This is an optimization exercise on Yosys and OpenROAD, whose aim is small area, a short achievable clock period and few clock cycles per item, not a production implementation. Function was checked by simulation only, so behaviour that the tests miss may differ from the original. Power is estimated from default activity; no workload was simulated.

## flow/design.v (module list and top-level ports; edited modules follow where they fit)
// module fpu_bpp: 10 lines
// module fpu_fa: 10 lines
// module fpu_mult_pre: 54 lines
// module fpu_mult_sa: 1245 lines
// module fpu_mult_sb: 364 lines
// module fpu_mult_arb: 117 lines
module fpu_mult_arb
#(
   parameter int NUM_REQ = 4
)(
   input  logic                    clk,
   input  logic                    rst,
   input  logic [NUM_REQ-1:0]      req_valid,
   output logic [NUM_REQ-1:0]      req_ready,
   input  logic [NUM_REQ*FP_W-1:0] req_a,
   input  logic [NUM_REQ*FP_W-1:0] req_b,
   output logic [NUM_REQ-1:0]      rsp_valid,
   input  logic [NUM_REQ-1:0]      rsp_ready,
   output logic [FP_W-1:0]         rsp_data,
   output logic                    busy
);
  // ...
==> flow/flow/run.sh <==
#!/bin/bash
# Layout flow: the standard layout (standard.sh: the standard synthesis,
# floorplan, power grid, placement, CTS and routing, all unchanged) with two
# settings of how the layout is made:
#   - every input and output port still gets its own buffer, but a
#     sky130_fd_sc_hd__buf_1 instead of the delay cell buffer_ports picks;
set -euo pipefail
MARGIN=6.0
cd "$(dirname "$0")/.."
bash standard.sh "BUFFER_PORTS_ARGS=-buffer_cell sky130_fd_sc_hd__buf_1" \
   "SETUP_SLACK_MARGIN=$MARGIN" finish > standard.log 2>&1
==> flow/standard.sh <==
#!/bin/bash
# synth_recipe.tcl (not shown) runs the flow's synth.tcl, then flattens the netlist and writes it again
# the make line also repeats each setting of config.mk as NAME=value (left out here)
make -C /OpenROAD-flow-scripts/flow DESIGN_CONFIG=/design/flow/config.mk WORK_HOME=/design/flow/orfs CLKGATE_MAP_FILE= SYNTH_SCRIPT=/design/flow/synth_recipe.tcl "${@:-finish}"
==> flow/config.mk <==
export PLATFORM = sky130hd
export DESIGN_NAME = fpu_mult_arb
export DESIGN_NICKNAME = fpu_mult_arb
export VERILOG_FILES = /design/flow/design.v
export SDC_FILE = /design/flow/constraint.sdc
export NUM_CORES = 4
export LEC_CHECK = 0
export CAP_MARGIN = 20
export CORE_MARGIN = 2
export CORE_UTILIZATION = 60
export SLEW_MARGIN = 20
export SYNTH_HIERARCHICAL = 1
export SYNTH_MINIMUM_KEEP_SIZE = 0
==> flow/constraint.sdc <==
create_clock -name core_clock -period 9.0 [get_ports {clk}]
set_input_delay 1.8000 -clock core_clock [delete_from_list [all_inputs] [get_ports {clk}]]
set_output_delay 1.8000 -clock core_clock [all_outputs]
set_load 0.01 [all_outputs]
==> metrics.csv, run 1 <==
metric,value,unit
place_ws,4.96,ns
p_int,2.69,mW
top_register,r2_cut,
critPathLaunchType,register,
coreArea,40600,um2
fin_hold_ws,0.325,ns
die_w,206,um
worst_pin_slew,0.728,ns
path_cells,fa_1 -> ha_1 -> nand4_4 -> nor4_4 -> a211oi_4 -> buf_6 -> a2111oi_4 -> buf_4 -> o2111ai_4 -> a21oi_2 -> buf_4 -> nor2_2 -> xnor2_1,
largest_reg_flops,108,
reg_top3,"r2_cut: 108 flops, r1_bs: 36 flops",
p_seq,1.68,mW
clockBufferDepth,3,
rsz0062_at_grt,true,
whs_path_depth,0,
yosys.area_share.simple,3.54,%
clk_latency,0.55,ns
worst-path-stages,13,
drive_above_1_share,32.5,%
multi_input_area,16500,um2
crit_fanout,3,
first_iter_violations,1741,
multi_input_area_share,54.2,%
buffer_area_share,15.4,%
skew,0.0158,ns
status,timing/DRC/antenna clean,
grt_pass1_vias,19800,
synthTopCellsByArea,"fa_1 22%, dfxtp_1 19%, a22oi_2 13%",
synth.area.mux_share,3.65,%
p_comb,0.504,mW
slowest_delay,0.49,ns
timing.rr.end,r3_hi[18],
crit_buf_inv,3,
reg2reg_depth,13,
Testbench counts, summed over its fixed seeds: cycles 3,232, items 3,200.
==> run 2: changes to the inputs <==
--- a/flow/flow/run.sh
+++ b/flow/flow/run.sh
@@ -6,5 +6,5 @@
 #     sky130_fd_sc_hd__buf_1 instead of the delay cell buffer_ports picks;
 set -euo pipefail
-MARGIN=6.0
+MARGIN=5.8
 cd "$(dirname "$0")/.."
 bash standard.sh "BUFFER_PORTS_ARGS=-buffer_cell sky130_fd_sc_hd__buf_1" \
==> metrics.csv, run 2 <==
metric,value,unit,change
p_clk_share,41.5,%,
syn_area,24500,um2,
skew,0.0205,ns,+0.00463 ns
first_pass_iters,5,,
hpwl,46600,um,
rsz0062_at_grt,true,,
slowest_delay,0.62,ns,+0.13 ns
routed_wl,77300,um,
seq_area_frac_synth,28.4,%,
setup_tns,0,ns,
clockBufferDepth,3,,unchanged
largest_reg_flops,108,,unchanged
cts_tree,yes,,
timing.fmax,315,MHz,
viasPerCell,6.32,,
power_frac_comb,13.2,%,
p_switching,0.934,mW,
required,9.39,ns,
relSlewSlack,50.0,%,
antenna_found_initial,9,,
crit_arrival,3.57,ns,
avgSynthCellArea,12.3,um2,
synth_cells,1991,,
cts-root-buf,clkbuf_16,,
top_register,r2_cut,,
report.final.slew_viol_count,0,,
cp_slowest_cell,dfxtp_4,,
irDropWorstVdd,0.129,mV,
fill_cells,3008,,
rrSetupSlack,5.82,ns,
end_kind,register,,
multi_input_area,16200,um2,-1.9%
final_nets,2833,,
yosysMostFrequentCell,xnor2_1,,
synth_top_area_cell,fa_1,,
rows,74,,
reg_top3,"r2_cut: 108 flops, r1_bs: 36 flops",,
io_buffers,306,,
hold_violations,0,,
ys_top_cells_by_count,"324 x xnor2_1, 264 x a22oi_2, 264 x fa_1",,
power.density,133,nW/um2,
min-delay-start,r1_e[4],,
syn_nets,2607,,
final_common_cell,xnor2_1,,
ys.flop_type,dfxtp_1,,
crit-reg2reg-launch,r1_ma[12],,
die_h,206,um,
max_cap_violations,0,,
grt_pass1_wl,107000,um,
gp_congestion,0.927,,
area_delta_synth_final,13.3,%,
clk_latency,0.56,ns,about the same
netlist.area_leader.share,21.5,%,
htree_levels,2,,
hold_path.class,register to register,,
seq_power_share,45.3,%,
num_vias,17600,,
grt_pass1_vias,18200,,-7.8%
min_period,3.18,ns,
cts_made_buffers,36,,
avgRoutedWirePerCell,27.7,um,
worst_pin_slew,0.749,ns,+0.0209 ns
ant_nets,0,,
min_to,r2_e[4],,
setup_violations,0,,
synth-edff-count,64,,
yosysWarnings,7,,
whs_path_depth,0,,unchanged
timing.rr.end,r2_cut[43],,
critPathLaunchType,register,,
first_iter_violations,1707,,-2.0%
p_int,2.78,mW,+3.4%
register_area,7180,um2,
initial_core_util,60.5,%,
synth-seq-cells,311,,
place_ws,5.32,ns,+0.363 ns
coreArea,40600,um2,unchanged
period_share,35.3,%,
leakagePower,10.5,nW,
crit_fanout,14,,+11
ys_types,62,,
power.share.switching,25.2,%,
worst_path_most_repeated_cell,fa_1,,
reg2reg_depth,7,,-6
synthTopCellsByArea,"fa_1 22%, dfxtp_1 19%, a22oi_2 13%",,
clock_sinks,311,,
drive_above_1_share,24.6,%,-8.0 points
die-area,42500,um2,
status,timing/DRC/antenna clean,,
worst_slack,5.82,ns,
final_cell_mix,"324 x xnor2_1, 306 x buf_1, 271 x a22oi_2, 263 x fa_1, 168 x dfxtp_1",,
ioPinCount,307,,
grt-ovfl-total,0,,
async_reset_ff_share,6.43,%,
grt_usage,34.0,%,
grt_max_degree,69,,
clk_pin_slew_worst_paths,0.06,ns,
die_w,206,um,unchanged
worstSetupPathType,register to register,,
post-route-drc-count,0,,
path_cells,buf_12 -> a22oi_2 -> xnor2_1 -> fa_1 -> fa_1 -> ha_1 -> fa_1,,
-- run 2: cell counts after synthesis --
No cell type changed its count.
-- run 2: layout make-up --
| class | instances | area share (%) |
|---|---|---|
| diodes | 9 | 0.0810 |
| clock buffers | 48 | 3.70 |
| clock inverters | 17 | 0.828 |
| inverters | 63 | 0.860 |
| multi-input cells | 1434 | 58.4 |
| flip-flops and latches | 311 | 25.8 |
| well taps | 532 | 2.39 |
| repair buffers | 371 | 7.95 |
-- run 2: worst max path at each step --
stage / startpoint / end / slack (ns) / depth (start not counted)
2_1_floorplan: rsp_ready[2] / r_kdata[0] / 5.46 / 2
3_3_place_gp: req_b[23] / r1_e[7] / 5.35 / 13
3_5_place_dp: req_b[23] / r1_e[7] / 5.32 / 13
4_1_cts: r1_ma[13] / r2_cut[56] / 5.81 / 6
5_1_grt: r2_cut[36] / r3_hi[23] / 5.74 / 12
6_report: r1_ma[12] / r2_cut[43] / 5.82 / 7
-- run 2: critical path: cells and delay by family, from the launching register on --
kind	cells	cell delay (ns)
buffers and inverters	1	0.25
flip-flops	1	0.62
adder cells (fa/ha/maj)	4	1.84
XOR/XNOR	1	0.21
AO/OA/AOI/OAI	1	0.08
-- run 2: modules after synthesis, one instance, submodules excluded --
module | cells inside | cell area [um2] | copies in the design | flops+latches
fpu_mult_arb | 691 | 9820 | 1 | 311
fpu_mult_pre | 81 | 576 | 1 | 0
fpu_fa | 1 | 20.0 | 262 | 0
fpu_mult_sb | 198 | 1600 | 1 | 0
fpu_mult_sa | 231 | 1670 | 1 | 0
fpu_bpp | 2 | 21.3 | 264 | 0
-- run 2: routing by layer --
layer | vias to the layer above | global-route usage, % | share of wire (%)
li1 | 7457 | - | -
met1 | 8870 | 43.5 | 39
met2 | 1067 | 54.9 | 46
met3 | 217 | 7.85 | 10
met4 | 2 | 15.5 | 5.4
met5 | - | 0.833 | 0.053
-- run 2: metrics by stage --
step | hold slack [ns] | power [mW] | instance area [um2] | utilization (%) | instances
after floorplan | 0.310 | 2.03 | 24700 | - | 1991
after global placement | 0.310 | 2.20 | 25300 | 62.5 | 2659
after detailed placement | 0.312 | 2.22 | 25300 | 62.5 | 2659
after CTS | 0.326 | 3.74 | 26800 | 66.0 | 2726
after global routing | 0.329 | 3.87 | 27800 | 68.5 | 2784
final | 0.326 | 3.71 | 27800 | 68.6 | 2785
-- run 2: logic make-up (layout without fill, tap and decap cells) --
family | count (synthesis) | count (layout) | synth area share (%)
DFF | 311 | 311 | 28.4
and+or+nand+nor | 172 | 172 | 3.54
adders and majority gates | 350 | 350 | 25.9
buffers and inverters | 246 | 499 | 6.05
AOI/OAI and AO/OA | 488 | 488 | 20.1
xor gates and xnor gates | 345 | 345 | 12.3
muxes | 77 | 77 | 3.65
other | 2 | 11 | 0.0306
-- run 2: power by group through the flow --
stage	Sequential, mW	Clock [mW]	Combinational [mW]
after floorplan	1.76	0	0.274
after global placement	1.72	0	0.473
after detailed placement	1.73	0	0.487
after CTS	1.69	1.57	0.490
after global routing	1.70	1.62	0.541
final	1.68	1.54	0.489
-- run 2: repair_timing --
action / CTS / global route
buffers inserted: 2 / 50
pin swaps: 4 / 7
gates resized for setup: 57 / 12
hold buffers: 0 / 0
setup endpoints to repair: 65 / 37
==> module fpu_mult_arb, before the edit <==
module fpu_mult_arb
#(
   parameter int NUM_REQ = 4
)(
   input  logic                    clk,
   input  logic                    rst,
   input  logic [NUM_REQ-1:0]      req_valid,
   output logic [NUM_REQ-1:0]      req_ready,
   input  logic [NUM_REQ*FP_W-1:0] req_a,
   input  logic [NUM_REQ*FP_W-1:0] req_b,
   output logic [NUM_REQ-1:0]      rsp_valid,
   input  logic [NUM_REQ-1:0]      rsp_ready,
   output logic [FP_W-1:0]         rsp_data,
   output logic                    busy
);
   localparam int NC = MULT_CUT_W;
   logic [3:0]  r_ptr;       
   logic        r_v1;        
   logic        r_v2;        
   logic [3:0]  r_rdy;       
   logic [3:0]  r_hown;      
   logic        r_kv;        
   logic [3:0]  r_kown;      
   logic        r_busy;
   logic [22:0] r1_ma;
   logic [MULT_B_W-1:0] r1_bs;    
   logic [7:0]  r1_e;
   logic        r1_s;
   logic [NC-1:0] r2_cut;
   logic [7:0]  r2_e;
   logic        r2_s;
   logic [24:0] r3_hi;           
   logic [7:0]  r3_e, r3_e1;     
   logic        r3_s;
   logic [31:0] r_hdata;         
   logic [31:0] r_kdata;         
   wire [3:0] w_own1 = {r_ptr[0], r_ptr[3:1]};
   wire [3:0] w_own2 = {r_ptr[1:0], r_ptr[3:2]};
   logic [31:0] w_a, w_b;
   always_comb begin
      w_a = '0;
      w_b = '0;
      for (int i = 0; i < 4; i++) begin
         w_a = w_a | (req_a[i*32 +: 32] & {32{r_ptr[i]}});
         w_b = w_b | (req_b[i*32 +: 32] & {32{r_ptr[i]}});
      end
   end
   logic [MULT_B_W-1:0] w_bs;
   fpu_mult_pre u_pre (.mb(w_b[22:0]), .bs(w_bs));
   logic [NC-1:0] w_cut;
   fpu_mult_sa u_sa (.ma(r1_ma), .bs(r1_bs), .cut(w_cut));
   logic [24:0] w_hi;
   fpu_mult_sb u_sb (.cut(r2_cut), .hi(w_hi));
   wire [31:0] w_res = r3_hi[24] ? {r3_s, r3_e1, r3_hi[23:1]} : {r3_s, r3_e, r3_hi[22:0]};
   wire w_taken = |(r_hown & rsp_ready);
   wire w_hfree = ~(|r_hown) | w_taken;
   wire w_acc   = |r_rdy;
   wire w_kv_n  = w_hfree ? (r_kv & w_acc) : (r_kv | w_acc);
   wire w_drop  = r_v2 & w_kv_n;       
   always_ff @(posedge clk or posedge rst) begin
      if (rst) begin
         r_ptr  <= 4'b0001;
         r_v1   <= 1'b0;
         r_v2   <= 1'b0;
         r_rdy  <= '0;
         r_hown <= '0;
         r_kv   <= 1'b0;
         r_kown <= '0;
         r_busy <= 1'b0;
      end else begin
         if (w_hfree) begin
            if (r_kv) begin
               r_hown <= r_kown;
               r_kown <= r_rdy;
            end else begin
               r_hown <= r_rdy;
            end
         end else if (w_acc) begin
            r_kown <= r_rdy;
         end
         r_kv   <= w_kv_n;
         r_busy <= ~w_hfree | r_kv | w_acc;
         if (w_drop) begin
            r_v1  <= 1'b0;
            r_v2  <= 1'b0;
            r_rdy <= '0;
            r_ptr <= w_own2;
         end else begin
            r_v1  <= |(req_valid & r_ptr);
            r_v2  <= r_v1;
            r_rdy <= {4{r_v2}} & w_own2;
            r_ptr <= {r_ptr[2:0], r_ptr[3]};
         end
      end
   end
   always_ff @(posedge clk) begin
      r1_ma  <= w_a[22:0];
      r1_bs  <= w_bs;
      r1_e   <= w_a[30:23] + w_b[30:23] + 8'd129;    
      r1_s   <= w_a[31] ^ w_b[31];
      r2_cut <= w_cut;
      r2_e   <= r1_e;
      r2_s   <= r1_s;
      r3_hi  <= w_hi;
      r3_e   <= r2_e;
      r3_e1  <= r2_e + 8'd1;
      r3_s   <= r2_s;
      if (w_hfree)
         r_hdata <= r_kv ? r_kdata : w_res;
      if (~(r_kv & ~w_hfree))
         r_kdata <= w_res;
   end
   assign req_ready = r_rdy;
   assign rsp_valid = r_hown;
   assign rsp_data  = r_hdata;
   assign busy      = r_busy;
endmodule
==> run 3: changes to the inputs <==
--- a/flow/design.v
+++ b/flow/design.v
@@ -1723,5 +1723,5 @@
    logic [22:0] r1_ma;
    logic [MULT_B_W-1:0] r1_bs;    
-   logic [7:0]  r1_e;
+   logic [7:0]  r1_ea, r1_eb;
    logic        r1_s;
    logic [NC-1:0] r2_cut;
@@ -1795,8 +1795,9 @@
       r1_ma  <= w_a[22:0];
       r1_bs  <= w_bs;
-      r1_e   <= w_a[30:23] + w_b[30:23] + 8'd129;    
+      r1_ea  <= w_a[30:23];
+      r1_eb  <= w_b[30:23];
       r1_s   <= w_a[31] ^ w_b[31];
       r2_cut <= w_cut;
-      r2_e   <= r1_e;
+      r2_e   <= r1_ea + r1_eb + 8'd129;    
       r2_s   <= r1_s;
       r3_hi  <= w_hi;
==> metrics.csv, run 3 <==
metric,value,unit,change
status,timing/DRC/antenna clean,,
final_common_cell,xnor2_1,,
grt_pass1_wl,100000,um,-6.4%
clk_pin_slew_worst_paths,0.06,ns,about the same
rows,74,,unchanged
finalNonFillerCells,2771,,-0.50%
async_reset_ff_share,6.27,%,-0.16 points
netlist.area_leader.share,21.4,%,-0.14 points
die-area,42800,um2,+0.64%
top_register,r2_cut,,
worstSetupPathType,register to register,,
synth_cells,2014,,+1.2%
synth.area.mux_share,3.28,%,-0.37 points
cts_tree,yes,,
fin_hold_ws,0.335,ns,+0.00890 ns
place_ws,5.14,ns,-0.179 ns
grt_usage,30.8,%,-3.2 points
seq_area_frac_synth,28.9,%,+0.46 points
irDropWorstVdd,0.165,mV,+28%
routed_wl,66800,um,-14%
skew,0.0252,ns,+0.00477 ns
syn_area,24700,um2,+0.65%
first_iter_violations,1337,,-22%
ant_nets,0,,unchanged
antenna_found_initial,1,,-8
synth_top_area_cell,fa_1,,
yosys.area_share.simple,3.66,%,+0.12 points
synthAdderAreaFrac,25.8,%,-0.17 points
synth-compound-area-share,20.1,%,+0.047 points
power.density,292,nW/um2,+120%
initial_core_util,60.6,%,+0.12 points
setup_violations,0,,unchanged
clock_sinks,319,,+2.6%
clockBufferDepth,3,,unchanged
die_h,207,um,+0.32%
first_pass_iters,5,,unchanged
avgSynthCellArea,12.3,um2,-0.50%
period_share,35.2,%,-0.12 points
min_period,3.17,ns,-0.0104 ns
placed_cells,2680,,+0.79%
hpwl,42400,um,-9.0%
synthTopCellsByArea,"fa_1 21%, dfxtp_1 19%, a22oi_2 13%",,
crit_fanout,4,,-10
synth-edff-count,64,,unchanged
grt-ovfl-total,0,,unchanged
cts-root-buf,clkbuf_16,,
htree_levels,2,,unchanged
required,9.43,ns,+0.04 ns
final_cell_mix,"322 x xnor2_1, 306 x buf_1, 267 x a22oi_2, 264 x fa_1, 176 x dfxtp_1",,
yosysWarnings,7,,unchanged
cts_made_buffers,37,,+2.8%
ys.flop_type,dfxtp_1,,
relSlewSlack,47.3,%,-2.7 points
end_kind,register,,
hold_violations,0,,unchanged
critPathLaunchType,register,,
reg_top3,"r2_cut: 108 flops, r1_bs: 36 flops",,
ys_types,63,,+1.6%
drive_above_1_share,23.1,%,-1.5 points
dpl-instance-area,25400,um2,+0.38%
syn_nets,2630,,+0.88%
ys_top_cells_by_count,"322 x xnor2_1, 264 x a22oi_2, 264 x fa_1",,
synth_top_family_by_area,adder cells,,
worst_pin_slew,0.791,ns,+0.0420 ns
viasPerCell,6.13,,-3.1%
max_cap_violations,0,,unchanged
crit_arrival,3.59,ns,+0.02 ns
clk_latency,0.56,ns,about the same
area_delta_synth_final,11.2,%,
report.final.slew_viol_count,0,,unchanged
post-route-drc-count,0,,unchanged
avgRoutedWirePerCell,24.1,um,-13%
worst_slack,5.83,ns,+0.0104 ns
synth_xor_area_share,12.2,%,-0.12 points
leakagePower,9.43,nW,-10%
final_nets,2825,,-0.28%
io_buffers,306,,unchanged
gp_congestion,0.862,,-7.0%
rsz0062_at_grt,true,,
grt_pass1_vias,17700,,-2.6%
yosysMostFrequentCell,xnor2_1,,
rrSetupSlack,5.83,ns,about the same
coreArea,40700,um2,+0.46%
ioPinCount,307,,unchanged
final_area,27500,um2,-1.2%
largest_reg_flops,108,,unchanged
grt_max_degree,67,,-2.9%
setup_tns,0,ns,unchanged
synth-seq-cells,319,,+2.6%
hold_path.class,register to register,,
die_w,207,um,+0.32%
timing.fmax,316,MHz,+0.33%
num_vias,17000,,-3.5%
## run 3: cell types whose count changed after synthesis, moves of 5 or more
cell	delta
mux2_1	-13
mux2_4	-9
nor2_1	+6
a221oi_1	-5
dfxtp_1	+8
mux2_2	+13
mux2i_1	+5
a22oi_1	+10
inv_1	+5
## run 3: metal layers
metal / GRT usage (%) / part of all wire, %
met5: 0 / 0
met4: 8.33 / 3.0
met1: 41.9 / 42
met3: 5.97 / 8.7
met2: 50.8 / 47
## run 3: cell type report
cell class | count | area (um2)
Sequential cell | 319 | 7340
Timing Repair Buffer | 339 | 1760
Tap cell | 532 | 666
Clock inverter | 22 | 300
Inverter | 67 | 251
Fill cell | 3094 | 13300
Antenna cell | 2 | 5.00
Multi-Input combinational cell | 1445 | 16100
Clock buffer | 45 | 998
## run 3: report_power, final
part / internal, mW / switching (mW) / leakage, nW / total, mW
Clock: 0.973 / 0.618 / 0.635 / 1.59
Combinational: 1.82 / 2.16 / 5.94 / 3.98
Sequential: 2.13 / 0.317 / 2.85 / 2.45
Total: 4.92 / 3.09 / 9.43 / 8.01
## run 3: stage by stage
step	utilization [%]	power (mW)
finish	67.4	8.01
global route	67.4	8.63
CTS	66.0	7.99
detailed placement	62.4	6.35
global placement	62.4	6.24
floorplan	-	5.83
## run 3: worst paths after layout
path | startpoint | end | depth (start not counted)
setup / recovery | r2_cut[70] | r3_hi[20] | 10
hold / removal | r2_s | r3_s | 0
setup reg to reg | r2_cut[70] | r3_hi[20] | 10
hold reg to reg | r2_s | r3_s | 0
max in group asynchronous | rst | r_ptr[1] | 2
min in group asynchronous | rst | r_kown[2] | 2
## run 3: Yosys stat by module, one instance, submodules excluded
module / flip-flops and latches / copies in the design
fpu_mult_arb: 319 / 1
fpu_mult_sa: 0 / 1
fpu_mult_sb: 0 / 1
fpu_mult_pre: 0 / 1
fpu_bpp: 0 / 264
fpu_fa: 0 / 262
## run 3: what timing repair did
item	CTS	global route
gates cloned	0	0
setup endpoints to repair	65	27
pin swaps	2	2
setup buffers	1	21
gates resized for setup	59	7
hold buffers	0	0
## run 3: kinds of logic (layout without fill, tap and decap cells)
| family | count (synthesis) | count (layout) |
|---|---|---|
| AOI/OAI and AO/OA | 494 | 494 |
| adders and majority gates | 350 | 350 |
| xor gates and xnor gates | 344 | 344 |
| DFF | 319 | 319 |
| buffers and inverters | 250 | 473 |
| and+or+nand+nor | 182 | 182 |
| muxes | 73 | 73 |
| other | 2 | 4 |
## run 3: critical path, stage by stage (launching register included)
cell       delay [ns]
dfxtp_1          0.31
fa_1             0.52
ha_1             0.37
and4_1           0.27
and4_1           0.23
a21oi_1          0.26
a21oi_2          0.14
o2111ai_2        0.34
a21oi_2          0.13
o31a_1           0.31
xor2_1           0.15
Testbench counts of run 3, summed over its fixed seeds: cycles 3,232, items 3,200.
==> run 4: changes to the inputs <==
--- a/flow/design.v
+++ b/flow/design.v
@@ -1729,5 +1729,5 @@
    logic        r2_s;
    logic [24:0] r3_hi;           
-   logic [7:0]  r3_e, r3_e1;     
+   logic [7:0]  r3_e;            
    logic        r3_s;
    logic [31:0] r_hdata;         
@@ -1750,5 +1750,6 @@
    logic [24:0] w_hi;
    fpu_mult_sb u_sb (.cut(r2_cut), .hi(w_hi));
-   wire [31:0] w_res = r3_hi[24] ? {r3_s, r3_e1, r3_hi[23:1]} : {r3_s, r3_e, r3_hi[22:0]};
+   wire [7:0]  w_e1  = r3_e + 8'd1;
+   wire [31:0] w_res = r3_hi[24] ? {r3_s, w_e1, r3_hi[23:1]} : {r3_s, r3_e, r3_hi[22:0]};
    wire w_taken = |(r_hown & rsp_ready);
    wire w_hfree = ~(|r_hown) | w_taken;
@@ -1803,5 +1804,4 @@
       r3_hi  <= w_hi;
       r3_e   <= r2_e;
-      r3_e1  <= r2_e + 8'd1;
       r3_s   <= r2_s;
       if (w_hfree)
==> metrics.csv, run 4 <==
metric,value,unit,change
status,timing/DRC/antenna clean,,
leakagePower,10.3,nW,+8.7%
final_common_cell,xnor2_1,,
crit_arrival,3.60,ns,about the same
timing.fmax,313,MHz,-0.99%
first_iter_violations,1503,,+12%
report.final.slew_viol_count,0,,unchanged
rows,73,,-1.4%
grt-ovfl-total,0,,unchanged
skew,0.0173,ns,-0.00799 ns
htree_levels,2,,unchanged
synth_cells,1998,,-0.79%
grt_pass1_wl,105000,um,+4.8%
hold_path.class,register to register,,
path_cells,a22oi_2 -> xnor2_1 -> fa_1 -> fa_1 -> fa_1 -> fa_1,,
synth-edff-count,64,,unchanged
setup_tns,0,ns,unchanged
die_w,206,um,-0.44%
cts-root-buf,clkbuf_16,,
netlist.area_leader.share,21.6,%,+0.19 points
async_reset_ff_share,6.43,%,+0.16 points
antenna_found_initial,2,,+1
slowest_delay,0.71,ns,+0.19 ns
crit_buf_inv,0,,unchanged
yosysWarnings,7,,unchanged
grt_usage,33.5,%,+2.6 points
die_h,206,um,-0.44%
die-area,42400,um2,-0.89%
p_total,3.43,mW,-57%
yosysMostFrequentCell,xnor2_1,,
synthTopCellsByArea,"fa_1 22%, dfxtp_1 19%, a22oi_2 13%",,
finalNonFillerCells,2747,,-0.87%
grt_max_degree,69,,+3.0%
syn_area,24500,um2,-0.90%
ys.flop_type,dfxtp_1,,
rsz0062_at_grt,true,,
power.density,126,nW/um2,-57%
final_cell_mix,"322 x xnor2_1, 306 x buf_1, 265 x a22oi_2, 263 x fa_1, 167 x dfxtp_1",,
clock_sinks,311,,-2.5%
rrSetupSlack,5.80,ns,-0.03 ns
first_pass_iters,5,,unchanged
avgRoutedWirePerCell,26.7,um,+11%
ys_top_cells_by_count,"322 x xnor2_1, 264 x a22oi_2, 264 x fa_1",,
critPathLaunchType,register,,
post-route-drc-count,0,,unchanged
period_share,35.5,%,+0.35 points
setup_violations,0,,unchanged
final_area,27200,um2,-1.1%
drive_above_1_share,23.0,%,-0.069 points
critPathTopFamily,adder cells,,
relSlewSlack,46.5,%,-0.75 points
cts_made_buffers,36,,-2.7%
gp_congestion,0.990,,+15%
p_int,2.61,mW,-47%
viasPerCell,6.35,,+3.5%
avgSynthCellArea,12.2,um2,-0.11%
final_nets,2811,,-0.50%
largest_reg_flops,108,,unchanged
ant_nets,0,,unchanged
top_register,r2_cut,,
syn_nets,2614,,-0.61%
antenna_cells,0,,-2
worstSetupPathType,register to register,,
hold_violations,0,,unchanged
grt_pass1_vias,17900,,+0.66%
required,9.41,ns,-0.02 ns
io_buffers,306,,unchanged
hpwl,45800,um,+7.8%
p_switching,0.826,mW,-73%
cp_slowest_cell,dfxtp_4,,
min_period,3.20,ns,+0.0317 ns
p_clk_share,42.9,%,+23 points
worst_pin_slew,0.802,ns,+0.0113 ns
placed_cells,2661,,-0.71%
power_frac_comb,10.1,%,-40 points
synth-seq-cells,311,,-2.5%
crit_fanout,25,,+21
num_vias,17400,,+2.6%
initial_core_util,61.2,%,+0.55 points
fill_cells,2966,,-4.1%
max_cap_violations,0,,unchanged
worst_path_most_repeated_cell,fa_1,,
synth_top_area_cell,fa_1,,
clockBufferDepth,3,,unchanged
seq_area_frac_synth,28.5,%,-0.39 points
power.share.switching,24.1,%,-15 points
routed_wl,73300,um,+9.7%
clk_pin_slew_worst_paths,0.06,ns,about the same
reg_top3,"r2_cut: 108 flops, r1_bs: 36 flops",,
seq_power_share,47.0,%,+16 points
end_kind,register,,
coreArea,40000,um2,-1.8%
area_delta_synth_final,11.0,%,
clk_latency,0.55,ns,about the same
fin_util,67.9,%,+0.47 points
ioPinCount,307,,unchanged
dpl-instance-area,25200,um2,-0.77%
irDropWorstVdd,0.126,mV,-23%
ys_types,64,,+1.6%
hold_buffers,0,,unchanged
cts_tree,yes,,
run 4: cell count changes after synthesis, sizes merged, moves of 3 or more:
cell,previous run,this run
a22oi,393,389
inv,67,64
o21ai,24,29
dfxtp,235,227
nand2,90,98
mux2,63,60
mux2i,10,5
and3,6,11
nor2,23,16
run 4: area by class of cell:
cell class,instances,area [um2],share of cell area [%]
clock buffer,48,1010,3.71
multi-input combinational,1439,16100,59.1
inverter,65,255,0.940
tap,525,657,2.42
timing repair buffer,342,1840,6.76
sequential,311,7170,26.4
clock inverter,17,178,0.654
run 4: worst paths after layout:
| path | from | to | depth (start not counted) |
|---|---|---|---|
| worst max-delay path | r1_ma[6] | r2_cut[41] | 6 |
| worst min register to register | r2_e[3] | r3_e[3] | 0 |
| min in group asynchronous | rst | r_v2 | 2 |
| max in group asynchronous | rst | r_ptr[2] | 2 |
| worst min-delay path | r2_e[3] | r3_e[3] | 0 |
| worst max register to register | r1_ma[6] | r2_cut[41] | 6 |
run 4: modules after synthesis, one instance, submodules excluded:
module / flip-flops and latches / cells / copies in the design / cell area, um2
fpu_bpp: 0 / 2 / 264 / 21.3
fpu_fa: 0 / 1 / 262 / 20.0
fpu_mult_arb: 311 / 698 / 1 / 9760
fpu_mult_pre: 0 / 81 / 1 / 576
fpu_mult_sa: 0 / 231 / 1 / 1670
fpu_mult_sb: 0 / 198 / 1 / 1600
run 4: power groups by stage:
stage / sequential, mW / clock [mW] / combinational, mW
after CTS: 1.62 / 1.50 / 0.346
after detailed placement: 1.66 / 0 / 0.336
after global routing: 1.63 / 1.56 / 0.381
final: 1.61 / 1.47 / 0.347
after global placement: 1.65 / 0 / 0.326
after floorplan: 1.66 / 0 / 0.207
run 4: kinds of logic (layout without fill, tap and decap cells):
family | Yosys count | in the layout | synth area share [%]
AO/OA/AOI/OAI | 494 | 494 | 20.3
adder cells (fa/ha/maj) | 350 | 350 | 26.0
XOR/XNOR | 345 | 345 | 12.3
flip-flops | 311 | 311 | 28.5
buffers and inverters | 248 | 472 | 6.13
AND/OR/NAND/NOR | 183 | 183 | 3.71
multiplexers | 65 | 65 | 3.03
other | 2 | 2 | 0.0307
run 4: what timing repair did:
item                       4_1_cts  5_1_grt
buffers inserted                 0       21
pin swaps                        3        3
gates resized for setup         52       11
setup endpoints to repair       62       25
run 4: through the flow:
stage          hold slack [ns]  setup WS (ns)
6_report                 0.329           5.80
5_1_grt                  0.339           5.74
4_1_cts                  0.331           5.81
3_5_place_dp             0.319           5.44
3_3_place_gp             0.312           5.50
2_1_floorplan            0.310           5.77
run 4: layer usage:
layer / up-vias / global-route usage (%) / share of wire, %
met4: 4 / 11.7 / 3.7
met3: 202 / 8.37 / 10
met2: 1024 / 54.0 / 46
met1: 8796 / 44.0 / 40
li1: 7411 / - / -
met5: - / 0 / 0.038
Testbench counts of run 4, summed over its fixed seeds: cycles 3,232, items 3,200.
==> run 5: changes to the inputs <==
--- a/flow/flow/run.sh
+++ b/flow/flow/run.sh
@@ -6,5 +6,5 @@
 #     sky130_fd_sc_hd__buf_1 instead of the delay cell buffer_ports picks;
 set -euo pipefail
-MARGIN=5.8
+MARGIN=6.0
 cd "$(dirname "$0")/.."
 bash standard.sh "BUFFER_PORTS_ARGS=-buffer_cell sky130_fd_sc_hd__buf_1" \
--- a/flow/config.mk
+++ b/flow/config.mk
@@ -12,2 +12,3 @@
 export SYNTH_HIERARCHICAL = 1
 export SYNTH_MINIMUM_KEEP_SIZE = 0
+export TNS_END_PERCENT = 0
==> metrics.csv, run 5 <==
metric,value,unit,change
hold_violations,0,,unchanged
cts_made_buffers,36,,unchanged
grt_use_met3,9.68,%,+1.3 points
clock_sinks,311,,unchanged
ys_types,64,,unchanged
worst_pin_slew,0.768,ns,-0.0338 ns
drive_above_1_share,26.3,%,+3.3 points
htree_levels,2,,unchanged
setup_tns,0,ns,unchanged
rows,73,,unchanged
viasPerCell,6.42,,+1.1%
largest_reg_flops,108,,unchanged
crit_fanout,14,,-44%
avgRoutedWirePerCell,27.2,um,+2.1%
first_pass_iters,5,,unchanged
fin_util,72.0,%,+4.2 points
synth-edff-count,64,,unchanged
grt-ovfl-total,0,,unchanged
seq_area_frac_synth,28.5,%,unchanged
p_total,3.37,mW,-1.7%
die_w,206,um,unchanged
irDropWorstVdd,0.127,mV,+0.52%
status,timing/DRC/antenna clean,,
grt_max_degree,69,,unchanged
crit_arrival,3.51,ns,-0.09 ns
power.density,117,nW/um2,-7.4%
avgSynthCellArea,12.2,um2,unchanged
leakagePower,11.0,nW,+7.2%
dpl-instance-area,25200,um2,-0.12%
die_h,206,um,unchanged
grt_pass1_vias,18900,,+5.6%
hold_path.class,register to register,,
relSlewSlack,48.6,%,+2.1 points
ioPinCount,307,,unchanged
hold_buffers,0,,unchanged
netlist.area_leader.share,21.6,%,unchanged
coreArea,40000,um2,unchanged
synth_cells,1998,,unchanged
cts_tree,yes,,
grtUsageMet2,56.3,%,+2.3 points
worstSetupPathType,register to register,,
end_kind,register,,
routed_wl,77500,um,+5.8%
ant_nets,0,,unchanged
initial_core_util,61.2,%,unchanged
reg_top3,"r2_cut: 108 flops, r1_bs: 36 flops",,
required,9.41,ns,about the same
gp_congestion,0.961,,-3.0%
ys.flop_type,dfxtp_1,,
fill_cells,2767,,-6.7%
area_delta_synth_final,17.8,%,
syn_area,24500,um2,unchanged
timing.fmax,322,MHz,+3.1%
period_share,34.5,%,-1.1 points
setup_violations,0,,unchanged
min_period,3.10,ns,-0.0952 ns
max_cap_violations,0,,unchanged
report.final.slew_viol_count,0,,unchanged
post-route-drc-count,0,,unchanged
grt_pass1_wl,114000,um,+8.4%
hpwl,43800,um,-4.3%
synth-seq-cells,311,,unchanged
clk_pin_slew_worst_paths,0.06,ns,about the same
first_iter_violations,1690,,+12%
yosysMostFrequentCell,xnor2_1,,
skew,0.0267,ns,+0.00949 ns
synth_top_area_cell,fa_1,,
grt_use_met1,47.6,%,+3.6 points
die-area,42400,um2,unchanged
ys_top_cells_by_count,"322 x xnor2_1, 264 x a22oi_2, 264 x fa_1",,
antenna_found_initial,4,,+2
busiest_layer,met2,,
clk_latency,0.56,ns,about the same
cts-root-buf,clkbuf_16,,
top_register,r2_cut,,
grt_usage,36.6,%,+3.1 points
final_area,28800,um2,+6.1%
rsz0062_at_grt,true,,
syn_nets,2614,,unchanged
synthTopCellsByArea,"fa_1 22%, dfxtp_1 19%, a22oi_2 13%",,
fin_hold_ws,0.325,ns,-0.00324 ns
final_common_cell,xnor2_1,,
io_buffers,306,,unchanged
async_reset_ff_share,6.43,%,unchanged
clockBufferDepth,3,,unchanged
yosysWarnings,7,,unchanged
final_nets,2909,,+3.5%
critPathLaunchType,register,,
final_cell_mix,"322 x xnor2_1, 306 x buf_1, 265 x a22oi_2, 263 x fa_1, 168 x dfxtp_1",,
num_vias,18300,,+4.7%
-- run 5: layout make-up --
type / instances / area (um2) / area share (%)
Antenna cell: 1 / 2.50 / 0.00868
Clock buffer: 53 / 1060 / 3.67
Clock inverter: 12 / 96.3 / 0.334
Inverter: 65 / 255 / 0.886
Multi-Input combinational cell: 1439 / 16100 / 55.9
Sequential cell: 311 / 7180 / 24.9
Tap cell: 525 / 657 / 2.28
Timing Repair Buffer: 440 / 3480 / 12.1
-- run 5: modules after synthesis, one instance, submodules excluded --
module / times used / cells inside
fpu_mult_arb: 1 / 698
fpu_mult_sa: 1 / 231
fpu_mult_sb: 1 / 198
fpu_bpp: 264 / 2
fpu_mult_pre: 1 / 81
fpu_fa: 262 / 1
-- run 5: worst max-delay path: stages, from the launching register on --
cell and delay [ns]:
dfxtp_4 0.60, buf_8 0.26, a22oi_2 0.08, xnor2_1 0.15, fa_1 0.45, fa_1 0.44
fa_1 0.51, fa_1 0.46
-- run 5: cell families (layout without fill, tap and decap cells) --
group,Yosys count,in the layout,share of synthesized area (%)
adder cells (fa/ha/maj),350,350,26.0
XOR/XNOR,345,345,12.3
other,2,3,0.0307
multiplexers,65,65,3.03
AO/OA/AOI/OAI,494,494,20.3
flip-flops,311,311,28.5
AND/OR/NAND/NOR,183,183,3.71
buffers and inverters,248,570,6.13
-- run 5: final timing paths --
kind                            startpoint         end  slack, ns  cells after the start
worst max register to register    r1_ma[4]  r2_cut[46]       5.90                      7
min in group asynchronous              rst        r_v1       1.35                      2
max in group asynchronous              rst    r_ptr[1]       7.14                      2
worst min register to register     r2_e[7]     r3_e[7]       0.33                      0
worst min-delay path               r2_e[7]     r3_e[7]       0.33                      0
worst max-delay path              r1_ma[4]  r2_cut[46]       5.90                      7
-- run 5: routing by layer --
metal / share of wire, % / vias to the layer above
li1: - / 7608
met1: 38 / 9081
met2: 45 / 1286
met3: 12 / 283
met4: 5.2 / 0
met5: 0 / -
-- run 5: per-stage QoR --
| step | setup WS [ns] | cells |
|---|---|---|
| after floorplan | 5.77 | 1998 |
| after global placement | 5.48 | 2657 |
| after detailed placement | 5.44 | 2657 |
| after CTS | 5.96 | 2794 |
| after global routing | 5.88 | 2845 |
| final | 5.90 | 2846 |
-- run 5: timing repair --
| item | 4_1_cts | 5_1_grt |
|---|---|---|
| pin swaps | 9 | 7 |
| endpoints found under the setup margin | 88 | 102 |
| resized for setup | 65 | 13 |
| setup buffers | 72 | 51 |
-- run 5: power by group --
part           total, mW  switching [mW]  internal [mW]
logic              0.337           0.168          0.169
clock network       1.43           0.583          0.844
registers           1.61          0.0541           1.56
total               3.37           0.804           2.57
==> run 6: changes to the inputs <==
--- a/flow/flow/run.sh
+++ b/flow/flow/run.sh
@@ -6,5 +6,5 @@
 #     sky130_fd_sc_hd__buf_1 instead of the delay cell buffer_ports picks;
 set -euo pipefail
-MARGIN=6.0
+MARGIN=5.8
 cd "$(dirname "$0")/.."
 bash standard.sh "BUFFER_PORTS_ARGS=-buffer_cell sky130_fd_sc_hd__buf_1" \
==> metrics.csv, run 6 <==
metric,value,unit,change
routed_wl,67400,um,-13%
syn_nets,2614,,unchanged
seq_area_frac_synth,28.5,%,unchanged
leakagePower,10.2,nW,-7.1%
largest_reg_flops,108,,unchanged
htree_levels,2,,unchanged
hold_path.class,register to register,,
hpwl,44400,um,+1.3%
async_reset_ff_share,6.43,%,unchanged
fin_hold_ws,0.325,ns,-0.000672 ns
die_w,206,um,unchanged
status,timing/DRC/antenna clean,,
reg_top3,"r2_cut: 108 flops, r1_bs: 36 flops",,
ys_types,64,,unchanged
ioPinCount,307,,unchanged
report.final.slew_viol_count,0,,unchanged
io_buffers,306,,unchanged
busiest_layer,met2,,
power.density,129,nW/um2,+10%
cts_made_buffers,36,,unchanged
syn_area,24500,um2,unchanged
period_share,35.6,%,+1.1 points
synth-edff-count,64,,unchanged
viasPerCell,6.16,,-3.9%
num_vias,17000,,-6.9%
required,9.41,ns,about the same
yosysMostFrequentCell,xnor2_1,,
first_iter_violations,1259,,-26%
setup_tns,0,ns,unchanged
setup_violations,0,,unchanged
clockBufferDepth,3,,unchanged
fill_cells,3089,,+12%
synth-seq-cells,311,,unchanged
grt_pass1_vias,18000,,-4.8%
avgRoutedWirePerCell,24.4,um,-10%
end_kind,register,,
grt-ovfl-total,0,,unchanged
crit_fanout,25,,+11
rows,73,,unchanged
crit_arrival,3.61,ns,+0.10 ns
avgSynthCellArea,12.2,um2,unchanged
final_cell_mix,"321 x xnor2_1, 306 x buf_1, 265 x a22oi_2, 264 x fa_1, 201 x dfxtp_1",,
final_area,26800,um2,-6.9%
top_register,r2_cut,,
ys_top_cells_by_count,"322 x xnor2_1, 264 x a22oi_2, 264 x fa_1",,
grt_use_met1,41.7,%,-5.9 points
first_pass_iters,5,,unchanged
die_h,206,um,unchanged
coreArea,40000,um2,unchanged
die-area,42400,um2,unchanged
min_period,3.20,ns,+0.0981 ns
initial_core_util,61.2,%,unchanged
clk_pin_slew_worst_paths,0.06,ns,about the same
p_switching,0.826,mW,+2.7%
hold_violations,0,,unchanged
clk_latency,0.56,ns,about the same
final_nets,2820,,-3.1%
irDropWorstVdd,0.136,mV,+6.6%
critPathLaunchType,register,,
seq_power_share,46.2,%,-1.5 points
area_delta_synth_final,9.64,%,
ant_nets,0,,unchanged
post-route-drc-count,0,,unchanged
antenna_found_initial,0,,-4
p_int,2.65,mW,+2.9%
timing.fmax,312,MHz,-3.1%
skew,0.0433,ns,+0.0165 ns
grt_pass1_wl,104000,um,-9.2%
p_total,3.47,mW,+2.9%
rsz0062_at_grt,true,,
hold_buffers,0,,unchanged
gp_congestion,0.905,,-5.8%
worst_pin_slew,0.756,ns,-0.0127 ns
cts_tree,yes,,
netlist.area_leader.share,21.6,%,unchanged
power_frac_comb,10.3,%,+0.3 points
ys.flop_type,dfxtp_1,,
cts-root-buf,clkbuf_16,,
worstSetupPathType,register to register,,
grt_max_degree,68,,-1.4%
dpl-instance-area,25400,um2,+0.75%
drive_above_1_share,21.8,%,-4.6 points
final_common_cell,xnor2_1,,
grt_use_met3,8.29,%,-1.4 points
max_cap_violations,0,,unchanged
synthTopCellsByArea,"fa_1 22%, dfxtp_1 19%, a22oi_2 13%",,
power.share.switching,23.8,%,-0.044 points
p_clk_share,43.4,%,+1.1 points
relSlewSlack,49.4,%,+0.85 points
yosysWarnings,7,,unchanged
grtUsageMet2,52.7,%,-3.6 points
synth_top_area_cell,fa_1,,
clock_sinks,311,,unchanged
synth_cells,1998,,unchanged
grt_usage,32.4,%,-4.1 points
==> run 6: cell counts after synthesis <==
No cell type changed its count.
==> run 6: worst paths after layout <==
path,start,to,slack [ns],depth (start not counted)
max,r1_ma[21],r2_cut[62],5.80,6
min,r1_s,r2_s,0.32,0
max reg2reg,r1_ma[21],r2_cut[62],5.80,6
min reg2reg,r1_s,r2_s,0.32,0
max in group asynchronous,rst,r_ptr[3],7.14,2
min in group asynchronous,rst,r_hown[3],1.35,2
==> run 6: kinds of logic (layout without fill, tap and decap cells) <==
group / count (synthesis) / count (layout) / share of synthesized area, %
flip-flops: 311 / 311 / 28.5
AO/OA/AOI/OAI: 494 / 494 / 20.3
multiplexers: 65 / 65 / 3.03
AND/OR/NAND/NOR: 183 / 183 / 3.71
adder cells (fa/ha/maj): 350 / 350 / 26.0
other: 2 / 4 / 0.0307
buffers and inverters: 248 / 481 / 6.13
XOR/XNOR: 345 / 345 / 12.3
==> run 6: repair_timing <==
item | in CTS | in global routing
setup endpoints to repair | 67 | 51
buffers inserted | 1 | 3
resized for setup | 26 | 19
pin swaps | 1 | 4
==> run 6: per-stage QoR <==
stage               setup WS [ns]  util (%)  cells
CTS                          5.75      66.7   2753
floorplan                    5.50         -   1998
detailed placement           5.36      63.5   2687
finish                       5.80      67.1   2758
global placement             5.40      63.4   2686
global route                 5.73      67.1   2756
==> run 6: layout make-up <==
cell class,instances,area (um2),share of cell area [%]
multi-input cells,1439,16000,59.8
flip-flops and latches,311,7060,26.3
repair buffers,351,1590,5.91
clock buffers,49,1010,3.76
well taps,525,657,2.45
inverters,65,249,0.928
clock inverters,16,215,0.802
diodes,2,5.00,0.0187
==> run 6: modules after synthesis, one instance, submodules excluded <==
module,flops+latches,area (um2),times used,cells
fpu_bpp,0,21.3,264,2
fpu_fa,0,20.0,262,1
fpu_mult_arb,311,9760,1,698
fpu_mult_pre,0,576,1,81
fpu_mult_sa,0,1670,1,231
fpu_mult_sb,0,1600,1,198
==> run 6: worst max-delay path, stage by stage, from the launching register on <==
cell and delay (ns):
dfxtp_4 0.71, a22oi_2 0.16, xnor2_1 0.29, fa_1 0.48, fa_1 0.54, fa_1 0.41
fa_1 0.46
==> run 6: power groups by stage <==
stage          sequential (mW)  combinational (mW)  clock [mW]
6_report                  1.60               0.359        1.51
5_1_grt                   1.62               0.398        1.59
4_1_cts                   1.61               0.356        1.54
3_5_place_dp              1.64               0.349           0
3_3_place_gp              1.63               0.341           0
2_1_floorplan             1.66               0.207           0
==> run 6: routing by layer <==
metal / vias up / wire [um]
li1: 7420 / -
met2: 777 / 31700
met5: - / 0
met4: 0 / 2060
met1: 8628 / 27900
met3: 175 / 5730
==> run 7: changes to the inputs <==
--- a/flow/config.mk
+++ b/flow/config.mk
@@ -9,4 +9,5 @@
 export CORE_MARGIN = 2
 export CORE_UTILIZATION = 60
+export PLACE_DENSITY = 0.75
 export SLEW_MARGIN = 20
 export SYNTH_HIERARCHICAL = 1
==> metrics.csv, run 7 <==
metric,value,unit,change
io_buffers,306,,unchanged
grt-ovfl-total,0,,unchanged
grt_usage,31.4,%,-1.1 points
reg_top3,"r2_cut: 108 flops, r1_bs: 36 flops",,
post-route-drc-count,0,,unchanged
hold_path.class,register to register,,
worstSetupPathType,register to register,,
ant_nets,0,,unchanged
synth_top_area_cell,fa_1,,
clock_sinks,311,,unchanged
skew,0.0195,ns,-0.0238 ns
end_kind,register,,
worst_slack,5.83,ns,+0.0313 ns
reg2reg_depth,7,,+1
min_period,3.17,ns,-0.0313 ns
max_cap_violations,0,,unchanged
path_cells,buf_4 -> a22oi_2 -> xnor2_1 -> fa_1 -> fa_1 -> fa_1 -> fa_1,,
netlist.area_leader.share,21.6,%,unchanged
crit_arrival,3.58,ns,-0.03 ns
required,9.41,ns,about the same
setup_tns,0,ns,unchanged
synth_cells,1998,,unchanged
yosysMostFrequentCell,xnor2_1,,
grt_pass1_wl,103000,um,-0.99%
whs_path_depth,0,,unchanged
viasPerCell,6.25,,+1.3%
ys_types,64,,unchanged
gp_congestion,0.890,,-1.7%
power.density,126,nW/um2,-2.9%
yosysWarnings,7,,unchanged
status,timing/DRC/antenna clean,,
clk_latency,0.55,ns,about the same
clockBufferDepth,3,,unchanged
hold_violations,0,,unchanged
setup_violations,0,,unchanged
final_common_cell,xnor2_1,,
die_h,206,um,unchanged
antenna_found_initial,0,,unchanged
worst_pin_slew,0.737,ns,-0.0191 ns
rows,73,,unchanged
clk_pin_slew_worst_paths,0.06,ns,about the same
syn_area,24500,um2,unchanged
routed_wl,65700,um,-2.5%
num_vias,17200,,+1.3%
syn_nets,2614,,unchanged
rsz0062_at_grt,true,,
drive_above_1_share,21.6,%,-0.23 points
ys_top_cells_by_count,"322 x xnor2_1, 264 x a22oi_2, 264 x fa_1",,
avgRoutedWirePerCell,23.8,um,-2.5%
report.final.slew_viol_count,0,,unchanged
worst_path_most_repeated_cell,fa_1,,
grt_max_degree,66,,-2.9%
largest_reg_flops,108,,unchanged
cts_made_buffers,35,,-2.8%
avgSynthCellArea,12.2,um2,unchanged
antenna_cells,0,,-2
async_reset_ff_share,6.43,%,unchanged
leakagePower,10.2,nW,about the same
cp_slowest_cell,fa_1,,
period_share,35.2,%,-0.35 points
ys.flop_type,dfxtp_1,,
cts-root-buf,clkbuf_16,,
relSlewSlack,50.9,%,+1.4 points
placed_cells,2686,,-0.037%
hpwl,42000,um,-5.2%
timing.fmax,315,MHz,+0.99%
ioPinCount,307,,unchanged
initial_core_util,61.2,%,unchanged
finalNonFillerCells,2757,,-0.036%
die_w,206,um,unchanged
slowest_delay,0.52,ns,-0.19 ns
final_nets,2822,,+0.071%
area_delta_synth_final,9.69,%,about the same
seq_area_frac_synth,28.5,%,unchanged
irDropWorstVdd,0.107,mV,-21%
place_ws,5.38,ns,+0.0174 ns
first_iter_violations,1303,,+3.5%
critPathLaunchType,register,,
htree_levels,2,,unchanged
synth-edff-count,64,,unchanged
synthTopCellsByArea,"fa_1 22%, dfxtp_1 19%, a22oi_2 13%",,
final_cell_mix,"322 x xnor2_1, 306 x buf_1, 265 x a22oi_2, 264 x fa_1, 203 x dfxtp_1",,
die-area,42400,um2,unchanged
first_pass_iters,5,,unchanged
grt_pass1_vias,19000,,+5.5%
cts_tree,yes,,
synth-seq-cells,311,,unchanged
coreArea,40000,um2,unchanged
crit_fanout,25,,unchanged
top_register,r2_cut,,
==> run 7: timing repair <==
item | 4_1_cts | 5_1_grt
gates resized for setup | 23 | 25
pin swaps | 0 | 3
hold buffers | 0 | 0
setup endpoints to repair | 54 | 48
setup buffers | 0 | 8
==> run 7: per-module statistics from Yosys, one instance, submodules excluded <==
| module | flops+latches | times used | cells | cell area [um2] |
|---|---|---|---|---|
| fpu_mult_sb | 0 | 1 | 198 | 1600 |
| fpu_fa | 0 | 262 | 1 | 20.0 |
| fpu_mult_sa | 0 | 1 | 231 | 1670 |
| fpu_mult_arb | 311 | 1 | 698 | 9760 |
| fpu_bpp | 0 | 264 | 2 | 21.3 |
| fpu_mult_pre | 0 | 1 | 81 | 576 |
==> run 7: path summary, 6_finish.rpt <==
kind / startpoint / to / slack (ns)
max in group asynchronous: rst / r_ptr[2] / 7.17
setup reg to reg: r1_ma[4] / r2_cut[31] / 5.83
min in group asynchronous: rst / r_kv / 1.34
hold / removal: r2_e[3] / r3_e[3] / 0.33
hold reg to reg: r2_e[3] / r3_e[3] / 0.33
setup / recovery: r1_ma[4] / r2_cut[31] / 5.83
==> run 7: cell type report <==
| class | instances | area, um2 |
|---|---|---|
| clock buffers | 50 | 993 |
| inverters | 65 | 249 |
| fillers | 2958 | 13200 |
| well taps | 525 | 657 |
| multi-input cells | 1439 | 16000 |
| clock inverters | 13 | 164 |
| flip-flops and latches | 311 | 7060 |
| repair buffers | 354 | 1680 |
==> run 7: routing by layer <==
layer | global-route usage, % | vias to the layer above | wire length (um)
li1 | - | 7416 | -
met1 | 39.6 | 8644 | 25800
met2 | 52.2 | 956 | 31200
met3 | 7.21 | 205 | 6050
met4 | 12.7 | 2 | 2490
met5 | 0 | - | 99
==> run 7: cell families after synthesis <==
logic type,count (synthesis),share of synthesized area [%]
compound gates,494,20.3
fa+ha+maj,350,26.0
xor+xnor,345,12.3
flops,311,28.5
buf+inv,248,6.13
simple gates,183,3.71
mux,65,3.03
other cells,2,0.0307
==> run 7: critical path, delay by kind of cell (launching register included) <==
family	cells	cell delay, ns
DFF	1	0.31
buffers and inverters	1	0.44
adders and majority gates	4	1.91
AOI/OAI and AO/OA	1	0.17
xor gates and xnor gates	1	0.20
==> run 7: report_power, final <==
part           internal (mW)  switching, mW
logic                  0.168          0.163
clock network          0.858          0.568
registers               1.56         0.0506
total                   2.59          0.781
==> run 7: per-stage QoR <==
stage / util, % / total power, mW / hold WS, ns / instance area [um2]
2_1_floorplan: - / 1.86 / 0.310 / 24500
3_3_place_gp: 63.4 / 1.97 / 0.315 / 25400
3_5_place_dp: 63.4 / 1.98 / 0.314 / 25400
4_1_cts: 66.4 / 3.40 / 0.327 / 26600
5_1_grt: 67.1 / 3.51 / 0.332 / 26800
6_report: 67.1 / 3.37 / 0.325 / 26800
==> run 8: changes to the inputs <==
--- a/flow/config.mk
+++ b/flow/config.mk
@@ -6,9 +6,8 @@
 export NUM_CORES = 4
 export LEC_CHECK = 0
-export CAP_MARGIN = 20
+export CAP_MARGIN = 0
 export CORE_MARGIN = 2
 export CORE_UTILIZATION = 60
-export PLACE_DENSITY = 0.75
-export SLEW_MARGIN = 20
+export SLEW_MARGIN = 0
 export SYNTH_HIERARCHICAL = 1
 export SYNTH_MINIMUM_KEEP_SIZE = 0
==> metrics.csv, run 8 <==
metric,value,unit,change
rows,73,,unchanged
end_kind,register,,
coreArea,40000,um2,unchanged
synth-edff-count,64,,unchanged
relSlewSlack,24.9,%,-26 points
hold_path.class,register to register,,
crit_fanout,25,,unchanged
setup_violations,0,,unchanged
worstSetupPathType,register to register,,
antenna_cells,0,,unchanged
drive_above_1_share,21.7,%,+0.20 points
period_share,35.4,%,+0.13 points
grt-ovfl-total,0,,unchanged
grt_use_met3,8.42,%,+1.2 points
rsz0062_at_grt,true,,
p_clk_share,44.0,%,+1.7 points
fin_util,67.0,%,-0.069 points
crit-reg2reg-launch,r1_ma[7],,
min_period,3.18,ns,+0.0119 ns
first_iter_violations,1215,,-6.8%
critPathLaunchType,register,,
max_cap_violations,0,,unchanged
synth-seq-cells,311,,unchanged
clk_pin_slew_worst_paths,0.06,ns,about the same
post-route-drc-count,0,,unchanged
initial_core_util,61.2,%,unchanged
ant_nets,0,,unchanged
clockBufferDepth,3,,unchanged
yosysWarnings,7,,unchanged
netlist.area_leader.share,21.6,%,unchanged
die_w,206,um,unchanged
clock_sinks,311,,unchanged
cts-root-buf,clkbuf_16,,
crit_arrival,3.61,ns,+0.03 ns
area_delta_synth_final,9.58,%,
final_cell_mix,"321 x xnor2_1, 306 x buf_1, 265 x a22oi_2, 264 x fa_1, 201 x dfxtp_1",,
reg_top3,"r2_cut: 108 flops, r1_bs: 36 flops",,
power_frac_comb,10.2,%,+0.4 points
p_int,2.67,mW,+3.1%
min-delay-start,r2_s,,
grt_max_degree,68,,+3.0%
final_common_cell,xnor2_1,,
avgRoutedWirePerCell,24.4,um,+2.3%
avgSynthCellArea,12.2,um2,unchanged
grt_usage,32.4,%,+1.0 points
status,timing/DRC/antenna clean,,
seq_power_share,45.8,%,-2.1 points
cts_tree,yes,,
ys.flop_type,dfxtp_1,,
top_register,r2_cut,,
hpwl,44400,um,+5.5%
die-area,42400,um2,unchanged
async_reset_ff_share,6.43,%,unchanged
timing.rr.end,r2_cut[62],,
num_vias,17000,,-1.6%
cts_made_buffers,36,,+2.9%
seq_area_frac_synth,28.5,%,unchanged
ys_types,64,,unchanged
syn_nets,2614,,unchanged
antenna_found_initial,0,,unchanged
rrSetupSlack,5.82,ns,about the same
clk_latency,0.56,ns,about the same
reg2reg_depth,7,,unchanged
grt_pass1_vias,17900,,-5.5%
hold_violations,0,,unchanged
irDropWorstVdd,0.133,mV,+24%
gp_congestion,0.905,,+1.7%
ioPinCount,307,,unchanged
fill_cells,3119,,+5.4%
die_h,206,um,unchanged
synthTopCellsByArea,"fa_1 22%, dfxtp_1 19%, a22oi_2 13%",,
grt_pass1_wl,104000,um,+1.1%
final_nets,2819,,-0.11%
first_pass_iters,7,,+2
grtUsageMet2,52.9,%,+0.70 points
timing.fmax,314,MHz,-0.37%
leakagePower,10.2,nW,about the same
synth_cells,1998,,unchanged
setup_tns,0,ns,unchanged
report.final.slew_viol_count,0,,unchanged
power.density,131,nW/um2,+4.0%
p_switching,0.832,mW,+6.6%
synth_top_area_cell,fa_1,,
busiest_layer,met2,,
whs_path_depth,0,,unchanged
worst_pin_slew,1.12,ns,+0.384 ns
skew,0.0274,ns,+0.00787 ns
largest_reg_flops,108,,unchanged
viasPerCell,6.15,,-1.5%
ys_top_cells_by_count,"322 x xnor2_1, 264 x a22oi_2, 264 x fa_1",,
yosysMostFrequentCell,xnor2_1,,
grt_use_met1,42.3,%,+2.8 points
io_buffers,306,,unchanged
htree_levels,2,,unchanged
required,9.42,ns,about the same
min_to,r3_s,,
routed_wl,67100,um,+2.2%
syn_area,24500,um2,unchanged
power.share.switching,23.8,%,+0.60 points
## run 8: cell counts after synthesis
Identical to the previous run, type by type.
## run 8: repair_timing
| action | CTS | global route |
|---|---|---|
| cloned | 0 | 0 |
| pin swaps | 1 | 4 |
| hold buffers | 0 | 0 |
| buffers inserted | 1 | 3 |
| setup endpoints to repair | 68 | 55 |
| resized for setup | 23 | 20 |
## run 8: cells by family after synthesis
group | share of synthesized area [%]
fa+ha+maj | 26.0
simple gates | 3.71
buf+inv | 6.13
other cells | 0.0307
mux | 3.03
compound gates | 20.3
xor+xnor | 12.3
flops | 28.5
## run 8: per-layer routing
metal	share of wire [%]	vias to the layer above
met5	0	-
met4	2.8	0
met3	9.2	168
met2	46	808
met1	42	8569
li1	-	7408
## run 8: how the worst max path moves through the flow
stage / start / slack [ns] / to
3_5_place_dp: rsp_ready[0] / 5.35 / r_ptr[1]
3_3_place_gp: rsp_ready[0] / 5.40 / r_ptr[2]
6_report: r1_ma[7] / 5.82 / r2_cut[62]
5_1_grt: r2_cut[55] / 5.74 / r3_hi[14]
4_1_cts: r2_cut[76] / 5.74 / r3_hi[20]
2_1_floorplan: r1_ma[19] / 5.50 / r2_cut[56]
## run 8: layout make-up
| type | count | area (um2) | area share [%] |
|---|---|---|---|
| Multi-Input combinational cell | 1439 | 16100 | 59.9 |
| Sequential cell | 311 | 7060 | 26.3 |
| Clock inverter | 15 | 208 | 0.775 |
| Inverter | 65 | 249 | 0.929 |
| Clock buffer | 50 | 1050 | 3.90 |
| Tap cell | 525 | 657 | 2.45 |
| Timing Repair Buffer | 350 | 1540 | 5.74 |
## run 8: modules after synthesis, one instance, submodules excluded
module        times used  cell area, um2  cells  flip-flops and latches
fpu_bpp              264            21.3      2                       0
fpu_fa               262            20.0      1                       0
fpu_mult_arb           1            9760    698                     311
fpu_mult_pre           1             576     81                       0
fpu_mult_sa            1            1670    231                       0
fpu_mult_sb            1            1600    198                       0
## run 8: per-stage QoR
| stage | hold WS, ns | cells | power [mW] | instance area (um2) | worst slack (ns) |
|---|---|---|---|---|---|
| finish | 0.325 | 2755 | 3.50 | 26800 | 5.82 |
| global route | 0.343 | 2755 | 3.65 | 26800 | 5.74 |
| CTS | 0.325 | 2752 | 3.53 | 26700 | 5.74 |
| detailed placement | 0.319 | 2686 | 1.99 | 25400 | 5.35 |
| global placement | 0.312 | 2686 | 1.98 | 25400 | 5.40 |
| floorplan | 0.310 | 1998 | 1.86 | 24500 | 5.50 |
## run 8: power by group through the flow
stage	combinational [mW]	clock (mW)	sequential (mW)
finish	0.358	1.54	1.60
floorplan	0.207	0	1.66
global placement	0.341	0	1.63
global route	0.397	1.63	1.62
detailed placement	0.349	0	1.64
CTS	0.357	1.57	1.61
## run 8: critical path, cell delays in order, from the launching register on
cell and delay [ns]:
dfxtp_1 0.30, buf_4 0.45, a22oi_2 0.18, xnor2_1 0.25
fa_1 0.49, fa_1 0.50, fa_1 0.41, fa_1 0.46
==> run 9: changes to the inputs <==
--- a/flow/config.mk
+++ b/flow/config.mk
@@ -6,4 +6,5 @@
 export NUM_CORES = 4
 export LEC_CHECK = 0
+export ABC_AREA = 1
 export CAP_MARGIN = 0
 export CORE_MARGIN = 2
==> metrics.csv, run 9 <==
metric,value,unit,change
irDropWorstVdd,0.184,mV,+38%
clockBufferDepth,3,,unchanged
io_buffers,306,,unchanged
ys_types,48,,-25%
area_delta_synth_final,8.53,%,
coreArea,44400,um2,+11%
seq_area_frac_synth,25.7,%,-2.8 points
syn_area,27100,um2,+11%
synth_cells,3830,,+92%
htree_levels,2,,unchanged
first_iter_violations,2585,,+110%
synthTopCellsByArea,"nand2_1 27%, fa_1 20%, dfxtp_1 17%",,
cts_made_buffers,36,,unchanged
die-area,46900,um2,+10%
grt_use_met3,8.21,%,-0.21 points
reg_top3,"r2_cut: 108 flops, r1_bs: 36 flops",,
hold_path.class,register to register,,
worstSetupPathType,register to register,,
yosysWarnings,7,,unchanged
p_clk_share,41.0,%,-3.0 points
report.final.slew_viol_count,0,,unchanged
rsz0062_at_grt,true,,
fin_hold_ws,0.328,ns,+0.00280 ns
grt_pass1_wl,135000,um,+31%
gp_congestion,0.944,,+4.3%
leakagePower,15.1,nW,+48%
power.density,127,nW/um2,-2.9%
reg2reg_depth,8,,+1
seq_power_share,45.2,%,-0.6 points
whs_path_depth,0,,unchanged
num_vias,26300,,+55%
synth-edff-count,64,,unchanged
post-route-drc-count,0,,unchanged
ioPinCount,307,,unchanged
hold_buffers,0,,unchanged
final_common_cell,nand2_1,,
die_h,216,um,+5.1%
final_nets,4654,,+65%
timing.fmax,309,MHz,-1.7%
final_area,29400,um2,+9.6%
min_period,3.24,ns,+0.0565 ns
clock_sinks,311,,unchanged
yosysMostFrequentCell,nand2_1,,
critPathLaunchType,register,,
synth-seq-cells,311,,unchanged
power_frac_comb,13.8,%,+3.6 points
finalNonFillerCells,4666,,+69%
required,9.44,ns,+0.02 ns
fill_cells,3906,,+25%
skew,0.0160,ns,-0.0114 ns
grt_use_met1,45.8,%,+3.4 points
grt_usage,37.4,%,+5.0 points
drive_above_1_share,4.80,%,-17 points
grt_max_degree,69,,+1.5%
relSlewSlack,16.9,%,-8.0 points
routed_wl,87700,um,+31%
setup_tns,0,ns,unchanged
syn_nets,4446,,+70%
p_int,2.70,mW,+0.94%
power.share.switching,27.7,%,+3.9 points
hpwl,60200,um,+36%
viasPerCell,5.63,,-8.5%
end_kind,register,,
avgRoutedWirePerCell,18.8,um,-23%
placed_cells,4591,,+71%
initial_core_util,61.0,%,-0.17 points
clk_pin_slew_worst_paths,0.06,ns,about the same
hold_violations,0,,unchanged
crit_arrival,3.68,ns,+0.07 ns
worst_pin_slew,1.25,ns,+0.125 ns
cts_tree,yes,,
ys.flop_type,dfxtp_1,,
avgSynthCellArea,7.07,um2,-42%
final_cell_mix,"1920 x nand2_1, 417 x inv_1, 344 x nand3_1, 306 x buf_1, 264 x fa_1",,
grt-ovfl-total,0,,unchanged
fin_util,66.2,%,-0.83 points
ant_nets,0,,unchanged
antenna_found_initial,10,,+10
dpl-instance-area,28100,um2,+11%
synth_top_area_cell,nand2_1,,
largest_reg_flops,108,,unchanged
clk_latency,0.57,ns,about the same
ys_top_cells_by_count,"1920 x nand2_1, 417 x inv_1, 345 x nand3_1",,
grtUsageMet2,61.1,%,+8.2 points
die_w,216,um,+5.1%
status,timing/DRC/antenna clean,,
max_cap_violations,0,,unchanged
p_switching,1.03,mW,+24%
crit_fanout,49,,+96%
rows,77,,+5.5%
setup_violations,0,,unchanged
top_register,r2_cut,,
netlist.area_leader.share,26.6,%,+5.0 points
grt_pass1_vias,25900,,+45%
cts-root-buf,clkbuf_16,,
async_reset_ff_share,6.43,%,unchanged
busiest_layer,met2,,
period_share,36.0,%,+0.63 points
first_pass_iters,6,,-1
## run 9: routing by layer
| layer | wire length, um | share of wire, % |
|---|---|---|
| met5 | 0 | 0 |
| met4 | 5170 | 5.9 |
| met3 | 9390 | 11 |
| met2 | 40600 | 46 |
| met1 | 32500 | 37 |
## run 9: path summary, 6_finish.rpt
path | end | slack [ns] | start
max | r2_cut[29] | 5.76 | r1_bs[21]
min | r3_e[5] | 0.33 | r2_e[5]
max in group asynchronous | r_ptr[1] | 7.11 | rst
max reg2reg | r2_cut[29] | 5.76 | r1_bs[21]
min in group asynchronous | r_kown[1] | 1.36 | rst
min reg2reg | r3_e[5] | 0.33 | r2_e[5]
## run 9: per-module statistics from Yosys, one instance, submodules excluded
module | flops+latches | cell area (um2) | cells
fpu_bpp | 0 | 27.5 | 7
fpu_mult_pre | 0 | 598 | 101
fpu_mult_sb | 0 | 2040 | 333
fpu_fa | 0 | 20.0 | 1
fpu_mult_arb | 311 | 10100 | 982
fpu_mult_sa | 0 | 1820 | 304
## run 9: area by class of cell
type                    instances  area, um2  share of cell area [%]
diodes                          9       22.5                  0.0766
clock buffers                  45        986                    3.35
clock inverters                20        244                   0.830
inverters                     421       1580                    5.38
multi-input cells            2907      17200                    58.4
flip-flops and latches        311       7030                    23.9
well taps                     592        741                    2.52
repair buffers                361       1620                    5.49
## run 9: power groups by stage
stage | Combinational [mW] | Sequential [mW] | Clock [mW]
after detailed placement | 0.512 | 1.72 | 0
after global routing | 0.578 | 1.70 | 1.61
final | 0.513 | 1.69 | 1.53
after floorplan | 0.303 | 1.75 | 0
after CTS | 0.516 | 1.69 | 1.55
after global placement | 0.500 | 1.71 | 0
## run 9: cells by family after synthesis
group	synth area share [%]
and+or+nand+nor	36.5
xor gates and xnor gates	1.33
DFF	25.7
other	0.0277
muxes	0.0831
AOI/OAI and AO/OA	1.99
buffers and inverters	10.9
adders and majority gates	23.5
## run 9: through the flow
stage,power (mW),setup slack [ns]
after floorplan,2.05,5.63
after global placement,2.21,5.40
after detailed placement,2.23,5.33
after CTS,3.76,5.71
after global routing,3.88,5.71
final,3.73,5.76
## run 9: critical path, stage by stage, from the launching register on
cell	delay [ns]
dfxtp_2	0.32
buf_6	0.42
inv_1	0.28
nand3_1	0.14
nand2_1	0.10
fa_1	0.43
fa_1	0.44
fa_1	0.54
fa_1	0.43
## run 9: timing repair
| action | 4_1_cts | 5_1_grt |
|---|---|---|
| resized for setup | 16 | 15 |
| endpoints found under the setup margin | 57 | 46 |
| gates cloned | 0 | 0 |
| buffers inserted | 0 | 1 |

==> port drivers added, routing unchanged <==
How much do the figures lean on ideal ports? The routed layouts below were timed once more, with nothing changed but the port constraints. Step 1 sets driving cells, clkbuf_16 on the clock port and buf_2 on the other inputs (assumed; they add their load-dependent delay and slew). Step 2 times the ports against the registers' clock, not the clock port: input delays grow and output delays shrink by t, the midpoint of the rising clock arrivals with the driver on. Slacks: ideal / step 1 / step 2; pairs: ideal / step 1.
run	shift t [ns]	setup WS [ns]
run 1	0.605	5.938 / 5.938 / 5.369
run 2	0.605	5.823 / 5.823 / 5.317
run 3	0.603	5.833 / 5.833 / 5.559
run 4	0.603	5.801 / 5.801 / 5.445
run 5	0.601	5.896 / 5.896 / 5.439
run 6	0.600	5.798 / 5.798 / 5.358
run 7	0.588	5.830 / 5.830 / 5.409
run 8	0.605	5.818 / 5.818 / 5.348
run 9	0.627	5.761 / 5.761 / 5.531
After both steps setup and hold are still met in every run listed.
